Source: an optimization exercise on an open RTL-to-GDS flow (aim: small area, a short achievable clock period and few clock cycles per item). Production flows keep margins and buffers that such runs may drop.
The RTL was checked by simulation tests, not by an equivalence proof against the original design.

Setup of lane 1:
==> flow/design.v (excerpt) <==
module two_point_weight_conversion #(
    parameter int SAMPLE_BITS = 16
) (
    input  logic                   clk,
    input  logic                   rst_n,
    input  logic                   cfg_we,
    input  logic [1:0]             cfg_index,
    input  logic [15:0]            cfg_data,
    input  logic                   in_valid,
    output logic                   in_stall,
    input  logic [SAMPLE_BITS-1:0] adc_sample,
    output logic                   out_valid,
    input  logic                   out_stall,
    output logic [31:0]            weight_value,
    output logic                   below_zero,
    output logic                   span_error
);
    logic [13:0] w1_r, w2_r;
    logic [15:0] c1_r, c2_r;
    logic        we_q;
    logic [1:0]  idx_q;
    logic [15:0] dat_q;
    always_ff @(posedge clk)
    begin
        idx_q <= cfg_index;
        dat_q <= cfg_data;
    end
    always_ff @(posedge clk or negedge rst_n)
    begin
        if (!rst_n)
        begin
            we_q <= 1'b0;
            w1_r <= '0;
            c1_r <= '0;
            w2_r <= '0;
            c2_r <= '0;
        end
        else
        begin
            we_q <= cfg_we;
            if (we_q)
            begin
                case (idx_q)
                    2'd0: w1_r <= dat_q[13:0];
                    2'd1: c1_r <= dat_q;
                    2'd2: w2_r <= dat_q[13:0];
                    default: c2_r <= dat_q;
                endcase
            end
        end
    end
    logic        cnt_gt, cnt_ge, err_c;
    logic [14:0] diff_c;
    logic [15:0] adc_c, am1_c;
    assign cnt_gt = (c1_r > c2_r);
    assign cnt_ge = (c1_r >= c2_r);
    assign diff_c = cnt_ge ? ({1'b0, w1_r} - {1'b0, w2_r}) : ({1'b0, w2_r} - {1'b0, w1_r});
    assign adc_c  = cnt_gt ? (c1_r - c2_r) : (cnt_ge ? 16'd1 : (c2_r - c1_r));
    assign am1_c  = cnt_gt ? (c1_r + ~c2_r) : (cnt_ge ? 16'd0 : (c2_r + ~c1_r));
    assign err_c  = diff_c[14] || (diff_c == 15'd0);
    localparam logic [3:0] S_IDLE = 4'd0, S_LOAD = 4'd1, S_M0 = 4'd2, S_M1 = 4'd3,
  ...
Size in the first run: about 6000 cells after synthesis, about 75 I/O pins, roughly 67000 sq um of cells after synthesis.
clock: 10.0 ns
lec_check: 0
cap_margin: 20
core_margin: 2
core_utilization: 40
cts_cluster_diameter: 100
cts_cluster_size: 22
slew_margin: 20
standard.sh (not shown) runs the stock make flow with config.mk's settings and CLKGATE_MAP_FILE= SYNTH_SCRIPT=/design/flow/synth_recipe.tcl, a recipe that flattens the netlist after the stock synthesis.
==> flow/flow/run.sh <==
#!/bin/bash
# Standard layout, with timing repair aimed at a setup slack of 6.4 ns.
set -euo pipefail
bash standard.sh SETUP_SLACK_MARGIN=6.4 finish > standard_flow.log 2>&1
test -f out/final.def
Lane 1 completed end to end with timing, DRC and antenna clean.
Testbench counts of lane 1, summed over its fixed seeds: cycles 10,920, items 9,600.
Here is what was changed in the inputs of lane 2 compared with lane 1.
- changing CTS_CLUSTER_SIZE from 22 to 25
## What came out
Compared with lane 1, count of vias placed by the detailed router in lane 2 decreased slightly. On remaining max-slew budget at the tightest pin: lane 2 sits below lane 1. Lane 1 ended up with met4 as its highest routed metal layer; lane 2 ended up with met5.

Starting RTL as in the previous note.
Settings: LEC_CHECK=0, CAP_MARGIN=20, CORE_MARGIN=2, CORE_UTILIZATION=40, CTS_CLUSTER_DIAMETER=100, CTS_CLUSTER_SIZE=22, SLEW_MARGIN=20; clock period 10.0 ns.
==> flow/flow/run.sh <==
#!/bin/bash
# Standard layout, with timing repair aimed at a setup slack of 6.3 ns.
set -euo pipefail
bash standard.sh SETUP_SLACK_MARGIN=6.3 finish > standard_flow.log 2>&1
test -f out/final.def
Testbench counts at the start, summed over its fixed seeds: cycles 10,920, items 9,600.
Change:
==> flow/flow/run.sh (replaced) <==
#!/bin/bash
# Standard layout, with timing repair aimed at a setup slack of 6.5 ns.
set -euo pipefail
bash standard.sh SETUP_SLACK_MARGIN=6.5 finish > standard_flow.log 2>&1
test -f out/final.def
Outcome: Synthesized area stays the same. Routed wire length rises by 1.3%. First-iteration DRC count falls by 0.82%. Sequential cell count is unchanged. Cell area rises by 2.0%.

what the ideal ports hide:
The flow's constraints put no driver on any port. The routed layouts listed below were extracted and timed again, unchanged, in two steps.
Step 1 (the two cells are an assumption about what drives the block):
set clk [get_ports {clk}]
set_driving_cell -lib_cell sky130_fd_sc_hd__clkbuf_16 $clk
set_driving_cell -lib_cell sky130_fd_sc_hd__buf_2 [delete_from_list [all_inputs] $clk]
Step 2 also shifts input and output timing later by t, the mid clock arrival at the registers, as if the neighbouring blocks saw the same clock.
a / b / c = ideal / step 1 / step 2; a / b = the first two.
| run | t (ns) | slack for setup (ns) | worst setup path at the end | clock arrival spread, ns | worst data-port slew with drivers (ns) |
|---|---|---|---|---|---|
| lane 1 | 0.766 | 6.451 / 6.381 / 5.949 | input to register | 0.063 / 0.063 | 0.06 |
| lane 2 | 0.773 | 6.430 / 6.346 / 5.867 | input to register | 0.062 / 0.062 | 0.06 |
| the first run of note 2 | 0.782 | 6.363 / 6.276 / 6.089 | input to register | 0.056 / 0.056 | 0.05 |
| the second run of note 2 | 0.766 | 6.477 / 6.466 / 6.054 | input to register | 0.042 / 0.043 | 0.06 |
After both steps every run listed still meets setup and hold. For lane 2, which loses most, drivers alone change the setup slack by -0.084 ns; drivers and shift together by -0.563 ns.
